This design comes from an exercise in tuning for small area, a short achievable clock period and few clock cycles per item on the open sky130 flow, not from production work.
No functional check of the RTL was part of this run.
No activity file was given, so power comes from the tool's default toggle rates.

==> design/flow/config.mk <==
export PLATFORM = sky130hd
export DESIGN_NAME = sequence_id_unwrapper
export DESIGN_NICKNAME = sequence_id_unwrapper
export VERILOG_FILES = /design/flow/design.v
export SDC_FILE = /design/flow/constraint.sdc
export NUM_CORES = 4
export LEC_CHECK = 0
export CAP_MARGIN = 20
export CORE_MARGIN = 2
export CORE_UTILIZATION = 40
export SLEW_MARGIN = 20
==> design/flow/constraint.sdc <==
create_clock -name core_clock -period 10.0 [get_ports {clk_i}]
set_input_delay 2.0000 -clock core_clock [delete_from_list [all_inputs] [get_ports {clk_i}]]
set_output_delay 2.0000 -clock core_clock [all_outputs]
set_load 0.01 [all_outputs]
==> design/flow/design.v <==
package sidu_pkg;
  localparam int unsigned IdW  = 64;
  localparam int unsigned CidW = 16;
  localparam int unsigned ThrW = 14;
  localparam int unsigned GenW = 48;
  localparam logic [CidW-1:0] IdSpan   = 16'hFFFF;
  localparam logic [ThrW-1:0] GapReset = 14'd1500;
endpackage
module sidu_core (
  input  logic                          clk_i,
  input  logic                          rst_ni,
  input  logic                          step_i,
  input  logic [sidu_pkg::CidW-1:0]     cid_i,
  input  logic                          cfg_we_i,
  input  logic [sidu_pkg::ThrW-1:0]     cfg_data_i,
  input  logic                          ld_we_i,
  input  logic [sidu_pkg::GenW-1:0]     ld_gen_i,
  output logic                          acc_o,
  output logic [sidu_pkg::IdW-1:0]      id_o
);
  logic [13:0] thr_q;
  logic [15:0] head_q;
  logic [63:0] lid_q;
  logic [16:0] blo_q;
  logic        db_q;
  logic [16:0] r_q;
  logic        fix_q;
  logic        acc_q;
  logic [15:0] t16, twot;
  logic        hw, wrap, adv, ok, raise, gt, cv, cr, cb, bones;
  logic [16:0] v, rp, blo_n, r_n;
  logic [17:0] rm, sv, sr;
  logic [46:0] hi, hi_inc, hi_dec, hi_n;
  logic [47:0] g, gt_hi;
  logic [15:0] t_lo;
  logic        bw;
  always_comb begin
    t16  = {2'b00, thr_q};
    twot = {1'b0, thr_q, 1'b0};
    hw   = head_q > ~t16;                     
    wrap = hw && (cid_i < twot);
    adv  = wrap && (cid_i > t16);
    v    = {1'b0, cid_i} + (wrap ? 17'h0FFFF : 17'h00000);
    rp   = r_q + {3'b000, thr_q};
    rm   = {1'b0, r_q} - {4'b0000, thr_q};
    ok   = (v <= rp) && (rm[17] || (v >= rm[16:0]));
    sv    = {1'b0, blo_q} + {1'b0, v};
    sr    = {1'b0, blo_q} + {1'b0, r_q};
    cv    = sv[17];
    cr    = sr[17];
    hi    = lid_q[63:17];
    bones = db_q ? (hi == '0) : (&hi);
    gt    = v > r_q;
    raise = gt ^ (bones & (cv ^ cr));
    hi_inc = hi + 47'd1;
    hi_dec = hi - 47'd1;
    case ({db_q, cv})
      2'b01:   hi_n = hi_inc;
      2'b10:   hi_n = hi_dec;
      default: hi_n = hi;
    endcase
    {cb, blo_n} = {1'b0, blo_q} + (adv ? 18'h0FFFF : 18'h00000);
    r_n = (raise ? v : r_q) - (adv ? 17'h0FFFF : 17'h00000);
    g     = lid_q[63:16];
    bw    = |g[15:0];
    t_lo  = 16'h0000 - g[15:0];
    gt_hi = g - {16'h0000, g[47:16]} - {47'd0, bw};
  end
  always_ff @(posedge clk_i or negedge rst_ni) begin
    if (!rst_ni) begin
      thr_q  <= sidu_pkg::GapReset;
      head_q <= '0;
      lid_q  <= '0;
      blo_q  <= '1;
      db_q   <= 1'b1;
      r_q    <= 17'd1;
      fix_q  <= 1'b0;
    end else begin
      fix_q <= ld_we_i;
      if (cfg_we_i) thr_q <= cfg_data_i;
      if (ld_we_i) begin
        head_q       <= '0;
        r_q          <= 17'd1;
        lid_q[63:16] <= ld_gen_i;
      end else if (fix_q) begin
        lid_q <= {gt_hi, t_lo};
        blo_q <= {gt_hi[0], t_lo} - 17'd1;
        db_q  <= ({gt_hi[0], t_lo} == 17'd0);
      end else if (step_i && ok) begin
        if (adv || (cid_i > head_q)) head_q <= cid_i;
        lid_q <= {hi_n, sv[16:0]};
        blo_q <= blo_n;
        db_q  <= cv & ~cb;
        r_q   <= r_n;
      end
    end
  end
  always_ff @(posedge clk_i) begin
    if (step_i) acc_q <= ok;
  end
  assign acc_o = acc_q;
  assign id_o  = acc_q ? lid_q : '0;
endmodule
module sequence_id_unwrapper (
  input  logic                          clk_i,
  input  logic                          rst_ni,
  input  logic                          cfg_valid_i,
  output logic                          cfg_ready_o,
  input  logic [sidu_pkg::ThrW-1:0]     gap_threshold_i,
  input  logic                          gen_load_i,
  input  logic [sidu_pkg::GenW-1:0]     gen_value_i,
  input  logic                          in_valid_i,
  output logic                          in_ready_o,
  input  logic [sidu_pkg::CidW-1:0]     compressed_id_i,
  output logic                          out_valid_o,
  input  logic                          out_ready_i,
  output logic                          accepted_o,
  output logic [sidu_pkg::IdW-1:0]      full_id_o
);
  logic                      a_vld_q, b_free_q, out_vld_q;
  logic [sidu_pkg::CidW-1:0] a_cid_q, b_cid_q;
  logic                      step, a_free, take;
  assign take        = in_valid_i && b_free_q;
  assign step        = a_vld_q && (!out_vld_q || out_ready_i);
  assign a_free      = !a_vld_q || step;
  assign in_ready_o  = b_free_q;
  assign cfg_ready_o = 1'b1;
  sidu_core u_core (
    .clk_i      (clk_i),
    .rst_ni     (rst_ni),
    .step_i     (step),
    .cid_i      (a_cid_q),
    .cfg_we_i   (cfg_valid_i),
    .cfg_data_i (gap_threshold_i),
    .ld_we_i    (gen_load_i),
    .ld_gen_i   (gen_value_i),
    .acc_o      (accepted_o),
    .id_o       (full_id_o)
  );
  always_ff @(posedge clk_i or negedge rst_ni) begin
    if (!rst_ni) begin
      a_vld_q   <= 1'b0;
      b_free_q  <= 1'b1;
      out_vld_q <= 1'b0;
    end else begin
      if (a_free) begin
        a_vld_q  <= !b_free_q || take;
        b_free_q <= 1'b1;
      end else if (take) begin
        b_free_q <= 1'b0;
      end
      if (step) begin
        out_vld_q <= 1'b1;
      end else if (out_ready_i) begin
        out_vld_q <= 1'b0;
      end
    end
  end
  always_ff @(posedge clk_i) begin
    if (a_free) a_cid_q <= b_free_q ? compressed_id_i : b_cid_q;
    if (!a_free && take) b_cid_q <= compressed_id_i;
  end
  assign out_valid_o = out_vld_q;
endmodule
==> design/flow/run.sh <==
#!/bin/bash
# synth_recipe.tcl (not shown) runs the flow's synth.tcl, then flattens the netlist and writes it again
# the make line also repeats each setting of config.mk as NAME=value (left out here)
make -C /OpenROAD-flow-scripts/flow DESIGN_CONFIG=/design/flow/config.mk WORK_HOME=/design/flow/orfs CLKGATE_MAP_FILE= SYNTH_SCRIPT=/design/flow/synth_recipe.tcl finish
==> impl_results.md <==
* Largest net degree at the start of global routing at 72
* Clk_skew at 18.8 ps
* Static Leak at 10.3 nW
* Bufs and invs on worst path at 3
* Drt pass-1 iters at 6
* DR vias at 20,300
* Worst setup EP type: flip-flop
* Slew Limit Fails at 0
* Rel. slew slack at 24.2%
* GR Util All Layers at 26.4%
* Core Rows at 83
* Tightest Pin Transition at 1130 ps
* Sequential cell area at 0.00436 mm2
* Antenna violations before repair at 1
* Area occupied by multi-input gates at 0.0155 mm2
* Synth top area share at 19.4%
* Final TNS setup at 0 ps
* Layout cells sized above 1 at 5.24%
* Vias/cell at 5.96
* Vias in the first global route at 19,500
* Die Wd at 233 um
* Worst-Skew Late Latency at 480 ps
* I/O pin total at 152
* Worst EP required at 10,370 ps
* DRT iter0 DRCs at 1,517
* CP arrival at 9560 ps
* Hold_buf cts at 0
* Dominant cells by area after synthesis: ha_1 (19%), dfrtp_1 (13%), a21oi_1 (5.9%)
* Unrepaired setup endpoints after global routing: false
* WP depth at 38
* Slowest stage delay, CP at 460 ps
* Max clock buf depth at 2
* Antenna Nets Post-Route at 0
* R2r worst-path depth at 38
* Final GP Congestion at 0.991
* Clock Sinks at 166
* DRC errors left at 0
* Post-route minimum period at 9200 ps
* RR Endpoint: u_core.lid_q[63]
* Synth warn at 2
* Power density cells at 400 mW/mm2
* Hold Path Class: flip-flop to flip-flop
* Netlist cell types at 94
* FMAX at 109 MHz
* Worst-path clk slew at 70 ps
* Status: no timing/DRC/antenna violations
* Core ar. at 0.0516 mm2
* Post-CTS Resized at 0
* Syn_area_per_cell at 8.00 um2
* Buffers on Ports at 150
* Max-Cap Viols at 0
* Die area at 0.0543 mm2
* Asr flop ratio synth at 80.1%
* DIE HEIGHT at 233 um
* Final Setup Violations at 0
* Reg-to-reg startpoint: u_core.thr_q[1]
* H-tree depth at 4
* Crit path to: u_core.lid_q[63]
* Syn_nets at 3,045
* Seq cells post-synth at 166
* Synthesized area at 0.0210 mm2
* Number of cells produced by synthesis at 2,626
* CTS tree: yes
* Post-synth EDFFs at 33
* CP startpoint kind: flip-flop
* Critical-path top delay cell: buf_4
* Delay-heaviest family, CP: compound AO/OA/AOI/OAI gates
* Main synth FF type: dfrtp_1
* Final WL at 71,800 um
* Largest fanout on the critical path at 38
* R2r setup slk at 800 ps
* # Post-CTS Setup Buffers at 0
* Root Driver: clkbuf_16
* Overflow left after global routing at 0
* Area grow syn2layout at 13.0%
* Final Hold Viols at 0
* Final Util at 46.0%
* Critical Path Source: u_core.thr_q[1]
* Sequential cell area fraction in the yosys report at 20.7%
* Fin crit share at 92.0%
* CP most frequent cell: a21oi_1
* DR WL/cell at 21.1 um
* Total CTS buffers at 17
* First-pass GRT wire length at 111,000 um
* Post-synth top area cell: ha_1
* IR Drop Worst-Case VDD at 191 uV
* Crit path kind: flip-flop to flip-flop
* Dpl hpwl at 56,000 um
* Final net count at 3,133
* Starting Density at 40.7%
* # fillers at 5,071
cells in the final DEF, fill, tap and decap left out, drive strengths merged, types with 13 or more instances in the layout:
| cell type | netlist | final |
|---|---|---|
| or2 | 15 | 15 |
| o31ai | 19 | 19 |
| a22o | 22 | 22 |
| o21bai | 21 | 21 |
| clkdlybuf4s50 | 0 | 148 |
| and3 | 14 | 14 |
| a21o | 80 | 80 |
| xor2 | 69 | 69 |
| nand4 | 52 | 52 |
| inv | 194 | 204 |
| a21oi | 247 | 247 |
| ha | 326 | 326 |
| nor2b | 33 | 33 |
| dfrtp | 106 | 106 |
| nand2 | 166 | 166 |
| nor3 | 65 | 65 |
| a31oi | 26 | 26 |
| mux2i | 14 | 14 |
| buf | 15 | 27 |
| nand2b | 34 | 34 |
| o21a | 35 | 35 |
| o22ai | 13 | 13 |
| and2 | 84 | 84 |
| nor2 | 211 | 211 |
| or3 | 25 | 25 |
| o21ai | 154 | 154 |
| clkbuf | 91 | 18 |
| mux2 | 35 | 35 |
| xnor2 | 110 | 110 |
| o211ai | 27 | 27 |
| dfstp | 27 | 27 |
| a211oi | 46 | 46 |
| nand3 | 45 | 45 |
| edfxtp | 33 | 33 |
| nor4 | 26 | 26 |
routing by layer:
layer	global-route usage [%]	up-vias	wire (um)
li1	-	9736	-
met2	42.7	685	32500
met4	7.01	0	1470
met1	36.5	9789	33700
met3	3.71	95	4180
met5	0	-	0
logic make-up (layout without fill, tap and decap cells):
group / after synthesis / after routing / share of synthesized area (%)
AO/OA/AOI/OAI: 795 / 795 / 24.3
XOR/XNOR: 179 / 179 / 7.47
adder cells (fa/ha/maj): 335 / 335 / 20.3
buffers and inverters: 301 / 402 / 5.52
flip-flops: 166 / 166 / 20.7
multiplexers: 49 / 49 / 2.54
other: 1 / 2 / 0.0179
AND/OR/NAND/NOR: 800 / 800 / 19.1
cell usage after synthesis, types with 35 or more instances:
library cell	n
a211oi_1	46
a21o_1	80
a21oi_1	246
and2_1	83
clkbuf_1	89
dfrtp_1	106
ha_1	326
inv_1	192
nand2_1	166
nand3_1	44
nand4_1	52
nor2_1	210
nor3_1	63
o21a_1	35
o21ai_0	107
o21ai_1	47
xnor2_1	110
xor2_1	69
worst reg2reg max path, delay by kind of cell (launching register included):
| family | cells | cell delay [ps] |
|---|---|---|
| compound gates | 23 | 4860 |
| xor+xnor | 2 | 390 |
| fa+ha+maj | 5 | 1840 |
| buf+inv | 3 | 860 |
| flops | 1 | 440 |
| simple gates | 5 | 720 |
where the power goes:
| part | total (mW) | internal [mW] | switching [mW] | leakage, nW |
|---|---|---|---|---|
| clock | 0.702 | 0.356 | 0.346 | 0.284 |
| combinational | 7.32 | 3.01 | 4.31 | 8.13 |
| sequential | 1.45 | 0.930 | 0.525 | 1.89 |
metrics by stage:
stage | hold slack, ps | cells | power [mW] | cell area, um2 | worst slack (ps)
finish | 465 | 3408 | 9.48 | 23700 | 803
global route | 486 | 3407 | 10.3 | 23700 | 247
CTS | 464 | 3407 | 9.39 | 23700 | 914
detailed placement | 457 | 3375 | 8.63 | 23100 | 932
global placement | 441 | 3375 | 8.59 | 23100 | 1140
floorplan | 431 | 2626 | 6.51 | 21000 | 835
area by class of cell:
type / instances / share of cell area, %
repair buffers: 175 / 7.10
inverters: 195 / 3.08
diodes: 1 / 0.0105
clock inverters: 14 / 0.659
well taps: 680 / 3.59
flip-flops and latches: 166 / 18.4
clock buffers: 18 / 1.81
multi-input cells: 2159 / 65.4
flip-flops by register name, summed over array words and instances (netlist names), 14 cells and up:
name,flops
u_core.blo_q,17
b_cid_q,16
a_cid_q,16
u_core.head_q,16
u_core.thr_q,14
u_core.lid_q,64
u_core.r_q,17
worst min path at each step:
stage / from / to / slack [ps] / depth (start not counted)
final: a_vld_q / out_vld_q / 460 / 2
after CTS: a_vld_q / out_vld_q / 460 / 2
after floorplan: a_vld_q / out_vld_q / 430 / 2
after global routing: a_vld_q / out_vld_q / 490 / 2
after global placement: a_vld_q / out_vld_q / 440 / 2
after detailed placement: a_vld_q / out_vld_q / 460 / 2

## afterwards: timing with drivers on the ports
The flow's constraints put no driver on any port. The routed layout listed below was extracted and timed again, unchanged, in two steps.
Step 1 (the two cells are an assumption about what drives the block):
set clk [get_ports {clk_i}]
set_driving_cell -lib_cell sky130_fd_sc_hd__clkbuf_16 $clk
set_driving_cell -lib_cell sky130_fd_sc_hd__buf_2 [delete_from_list [all_inputs] $clk]
Step 2 moves the port delays by t, midway between the first and last clock arrival at a register: inputs arrive t later, outputs are due t later. That takes back most of the time a late clock gives input paths.
Slacks: no drivers / after step 1 / after step 2; pairs: no drivers / after step 1.
shift t [ns]: 0.536
slack for setup (ns): 0.803 / 0.803 / 0.803
worst setup path after step 2: register to register
clock arrival spread, ns: 0.018 / 0.019
worst data-port slew with drivers (ns): 0.06
After both steps this run still meets setup and hold. The setup slack of this run moves by 0.000 ns with the drivers and by 0.000 ns with both steps.
